From an optimization exercise on the open Yosys and OpenROAD flow, aimed at small area and a short achievable clock period; shortcuts taken in it are not production practice. No activity file was given, so power comes from the tool's default toggle rates.

Setup of build 39:
## wedge_fitter
module wedge_fitter (
	input logic clock,
	input logic reset,
	input logic clear_status,
	input logic [22:0] data_in,  
	input logic ds,
	output logic hold,
	input logic out_re,
	output logic [22:0] data_out,  
	output logic out_valid,
	output logic out_empty,
	input logic nocut,
	input logic [12:0] chi2cut_value,
	output logic [4:0] wedge_status  
);
Size in the first run: ~1200 flip-flops, ~73 I/O pins.
make LEC_CHECK=0 CAP_MARGIN=0 CORE_MARGIN=2 CORE_UTILIZATION=65 CTS_BUF_LIST=sky130_fd_sc_hd__clkbuf_16 CTS_CLUSTER_DIAMETER=60 CTS_CLUSTER_SIZE=30 SETUP_SLACK_MARGIN=4.05 SLEW_MARGIN=0 finish   # period 6.5 ns
run.sh (not shown) runs the stock make flow with config.mk's settings and CLKGATE_MAP_FILE= SYNTH_SCRIPT=/design/flow/synth_recipe.tcl, a recipe that flattens the netlist after the stock synthesis.
Build 39 finished every step from synthesis to the final layout, and the layout passed the timing, DRC and antenna checks.
For build 79, these inputs were changed with respect to build 39:
# build 39
export LEC_CHECK = 0
export CAP_MARGIN = 0
export CORE_MARGIN = 2
export CORE_UTILIZATION = 65
export CTS_BUF_LIST = sky130_fd_sc_hd__clkbuf_16
export CTS_CLUSTER_DIAMETER = 60
export CTS_CLUSTER_SIZE = 30
export SETUP_SLACK_MARGIN = 4.05
export SLEW_MARGIN = 0
create_clock -name core_clock -period 6.5 [get_ports {clock}]
# build 79
export LEC_CHECK = 0
export CAP_MARGIN = 0
export CORE_MARGIN = 2
export CORE_UTILIZATION = 65
export CTS_BUF_LIST = sky130_fd_sc_hd__clkbuf_16
export CTS_CLUSTER_DIAMETER = 60
export CTS_CLUSTER_SIZE = 30
export SETUP_SLACK_MARGIN = 4.2
export SLEW_MARGIN = 0
create_clock -name core_clock -period 6.5 [get_ports {clock}]
==> comparison <==
Final instance area: build 79 worse than build 39
After detailed routing, build 39 needs less wire than build 79.
Diff build 39 -> build 79: share of the synthesized area in compound gates (AO/OA/AOI/OAI) roughly the same; number of vias after detailed routing higher; met2 usage in global routing roughly the same; flip-flop and latch share of the layout cell area lower.
Worst setup slack after layout (build 79 over build 39): increase, 0.034 ns
Share of post-route cells with drive strength above 1 for build 79: 2.0 points up relative to build 39
The following lists how build 63 was set up differently from build 79:
# build 79
export LEC_CHECK = 0
export CAP_MARGIN = 0
export CORE_MARGIN = 2
export CORE_UTILIZATION = 65
export CTS_BUF_LIST = sky130_fd_sc_hd__clkbuf_16
export CTS_CLUSTER_DIAMETER = 60
export CTS_CLUSTER_SIZE = 30
export SETUP_SLACK_MARGIN = 4.2
export SLEW_MARGIN = 0
create_clock -name core_clock -period 6.5 [get_ports {clock}]
# build 63
export LEC_CHECK = 0
export CAP_MARGIN = 5
export CORE_MARGIN = 2
export CORE_UTILIZATION = 70
export CTS_BUF_LIST = sky130_fd_sc_hd__clkbuf_16
export CTS_CLUSTER_DIAMETER = 60
export CTS_CLUSTER_SIZE = 30
export SETUP_SLACK_MARGIN = 4.05
export SLEW_MARGIN = 5
create_clock -name core_clock -period 6.5 [get_ports {clock}]
Results
- Delta (build 63 minus build 79): fraction of power consumed by sequential logic rose 2.5 points; layout-stage area growth over the synthesis result fell 2.7 points.
- Build 63 against build 79; non-clock buffer count is down by more than 10%.
- Against build 79 as the reference, build 63 delivers a lower buffering overhead.
- Build 63 gives less minimum clock period after layout than build 79 did.
Setup changes, build 63 to build 87
# build 63
export LEC_CHECK = 0
export CAP_MARGIN = 5
export CORE_MARGIN = 2
export CORE_UTILIZATION = 70
export CTS_BUF_LIST = sky130_fd_sc_hd__clkbuf_16
export CTS_CLUSTER_DIAMETER = 60
export CTS_CLUSTER_SIZE = 30
export SETUP_SLACK_MARGIN = 4.05
export SLEW_MARGIN = 5
create_clock -name core_clock -period 6.5 [get_ports {clock}]
# build 87
export LEC_CHECK = 0
export ABC_CLOCK_PERIOD_IN_PS = 1500
export CAP_MARGIN = 0
export CORE_MARGIN = 2
export CORE_UTILIZATION = 65
export CTS_BUF_LIST = sky130_fd_sc_hd__clkbuf_16
export CTS_CLUSTER_DIAMETER = 60
export CTS_CLUSTER_SIZE = 30
export SETUP_SLACK_MARGIN = 4.05
export SLEW_MARGIN = 0
create_clock -name core_clock -period 6.5 [get_ports {clock}]
--- outcome ---
- Taking build 63 as the reference, in build 87 total power draw went up about 2.4%, max-slew violation count flat, smallest setup slack after layout lost 0.092 ns.
- Layout filler cell count went up by more than 10% going from build 63 to build 87.
- Clock tree buffer count of the final layout is lower on build 63
No functional check of the RTL was part of any run of this note.

* * *

oak:
wedge_fitter, a different RTL version from the one above (not shown whole).
Size in the first run: about 73 I/O pins, about 47000 um^2 of cells after synthesis.
==> flow/config.mk <==
export PLATFORM = sky130hd
export DESIGN_NAME = wedge_fitter
export DESIGN_NICKNAME = wedge_fitter
export VERILOG_FILES = /design/flow/design.v
export SDC_FILE = /design/flow/constraint.sdc
export NUM_CORES = 4
export LEC_CHECK = 0
export CAP_MARGIN = 20
export CORE_MARGIN = 2
export CORE_UTILIZATION = 40
export SLEW_MARGIN = 20
==> flow/constraint.sdc <==
create_clock -name core_clock -period 6.5 [get_ports {clock}]
set_input_delay 1.3000 -clock core_clock [delete_from_list [all_inputs] [get_ports {clock}]]
set_output_delay 1.3000 -clock core_clock [all_outputs]
set_load 0.01 [all_outputs]
> inputs changed (oak -> birch)
Settings: swapping 40 for 70 in CORE_UTILIZATION.
Findings:
birch completed every stage of the flow, and the final layout passed the timing, DRC and antenna checks. birch: total global routing track utilization is 12 points higher than what oak reported. Looking at birch and oak, the area after synthesis is a wash. Relative to oak, worst setup slack before clock tree synthesis increased by 290 ps in birch. The higher highest attainable clock frequency came out of birch. Row final instance area: birch lower / oak higher. Setup WNS oak -> birch: better.
Function was not checked in any run of this note: the RTL went through the layout flow alone.

* * *

Another version of the RTL of wedge_fitter (not shown whole).
Size in the first run: ~2500 cells after synthesis, about 1200 flip-flops, about 73 I/O pins, about 0.044 sq mm of cells after synthesis.
## wedge_fitter
module wedge_fitter (
	input logic clock,
	input logic reset,
	input logic clear_status,
	input logic [22:0] data_in,  
	input logic ds,
	output logic hold,
	input logic out_re,
	output logic [22:0] data_out,  
	output logic out_valid,
	output logic out_empty,
	input logic nocut,
	input logic [12:0] chi2cut_value,
	output logic [4:0] wedge_status  
);
	logic [22:0] H;
	logic [22:0] S [15];
	logic [4:0] i_cnt, i_cnt_next;
	logic i_empty, i_one, i_full;
	logic push_i, pop_i;
	logic [22:0] s_head;
	assign push_i = ds && !i_full;
	always_ff @(posedge clock)
	begin
		if (push_i)
		begin
			S[0] <= data_in;
			for (int k = 1; k < 15; k++)
				S[k] <= S[k-1];
		end
	end
	always_comb
	begin
		s_head = '0;
		for (int k = 0; k < 15; k++)
			s_head = s_head | (S[k] & {23{i_cnt == 5'(k + 2)}});
	end
	always_ff @(posedge clock)
	begin
		if (pop_i)
			H <= (i_empty || i_one) ? data_in : s_head;
		else if (i_empty)
			H <= data_in;
	end
	always_comb
	begin
		i_cnt_next = i_cnt;
		if (push_i && !pop_i)
			i_cnt_next = i_cnt + 5'd1;
		else if (pop_i && !push_i)
			i_cnt_next = i_cnt - 5'd1;
	end
	always_ff @(posedge clock)
	begin
		if (reset)
		begin
			i_cnt <= '0;
			i_empty <= 1'b1;
			i_one <= 1'b0;
			i_full <= 1'b0;
			hold <= 1'b0;
		end
		else
		begin
			i_cnt <= i_cnt_next;
			i_empty <= (i_cnt_next == 5'd0);
			i_one <= (i_cnt_next == 5'd1);
			i_full <= (i_cnt_next == 5'd16);
			hold <= (i_cnt_next >= 5'd12);
		end
	end
	localparam logic [1:0] C_IDLE = 2'd0, C_ROAD = 2'd1, C_WAIT = 2'd2;
	logic [1:0] c_state, c_state_next;
	logic w_ee, w_ep;
	logic t_empty, t_full;
	logic f_idle;
	logic dv;  
	logic drained;
	logic start_road, cand_valid, handoff, invalid_road;
	assign w_ee = H[22];
	assign w_ep = H[21];
	assign drained = t_empty && f_idle && !dv;
	always_comb
	begin
		c_state_next = c_state;
		pop_i = 1'b0;
		start_road = 1'b0;
		cand_valid = 1'b0;
		handoff = 1'b0;
		invalid_road = 1'b0;
		case (c_state)
			C_IDLE:
			begin
				if (!i_empty && w_ee)
					c_state_next = C_WAIT;
				else if (!i_empty && !t_full)
				begin
					pop_i = 1'b1;
					if (w_ep)
						invalid_road = 1'b1;
					else
					begin
						start_road = 1'b1;
						c_state_next = C_ROAD;
					end
				end
			end
			C_ROAD:
			begin
				if (!i_empty && w_ee)
				begin
					invalid_road = 1'b1;
					c_state_next = C_WAIT;
				end
  ...
clock: 6.5 ns
lec_check: 0
cap_margin: 5
core_margin: 2
core_utilization: 70
cts_buf_list: sky130_fd_sc_hd__clkbuf_16
cts_cluster_diameter: 60
cts_cluster_size: 30
setup_slack_margin: 4.05
slew_margin: 5
Next try:
Settings changed: CAP_MARGIN 5 to 0, CORE_UTILIZATION 70 to 65, SLEW_MARGIN 5 to 0.
Flip-flop and latch count does not change.
Routed wire length rises by about 4%.
Core utilization went down by 5.7 points.
First-iteration DRC count grows by about 13%.
Cell area rises by 0.67%.
Register-to-register slack hardly moves.
Setup slack loses 0.049 ns.
Power came out higher by 2.7%.
Via count stays flat.
Global-route usage drops by 1.4 points.
Fmax is lower by 1.9%.
Next try:
Settings changed: CAP_MARGIN 0 to 5, CORE_UTILIZATION 65 to 70, SETUP_SLACK_MARGIN 4.05 to 4.15, SLEW_MARGIN 0 to 5.
Power fell by about 1.5%.
Worst setup slack improves by 0.069 ns.
Global-route usage rose by 2.3 points.
Synthesized cell count stays the same.
Sequential cell count stays the same.
No functional check of the RTL was part of any run of this note.

-- what the ideal ports hide --
Ports are ideal in the flow. The routed layouts listed here were re-timed in OpenROAD.
Step 1 sets driving cells, clkbuf_16 on the clock port and buf_2 on the other inputs (assumed; they add their load-dependent delay and slew).
Step 2 times the ports against the registers' clock, not the clock port: input delays grow and output delays shrink by t, the midpoint of the rising clock arrivals with the driver on.
Three values: ideal, step 1, step 2; two values: the first two.
run	shift t [ns]	slack for setup (ns)	slew at the worst register clock pin (ns)	pins driven straight from the clock port
build 39	0.710	3.870 / 3.885 / 3.175	0.11 / 0.11	1
build 79	0.714	3.904 / 3.912 / 3.198	0.11 / 0.11	1
build 63	0.726	3.962 / 3.963 / 3.242	0.12 / 0.12	1
build 87	0.710	3.870 / 3.885 / 3.175	0.11 / 0.11	1
oak	0.779	2.717 / 2.717 / 2.698	0.07 / 0.07	1
birch	0.729	3.006 / 3.006 / 2.881	0.07 / 0.07	1
the first run of note 3	0.730	4.003 / 3.969 / 3.422	0.11 / 0.11	1
the second run of note 3	0.700	3.954 / 3.887 / 3.447	0.11 / 0.11	1
the third run of note 3	0.728	4.023 / 3.956 / 3.535	0.11 / 0.11	1
After both steps every run listed still meets setup and hold. For build 63, which loses most, drivers alone change the setup slack by +0.001 ns; drivers and shift together by -0.720 ns.
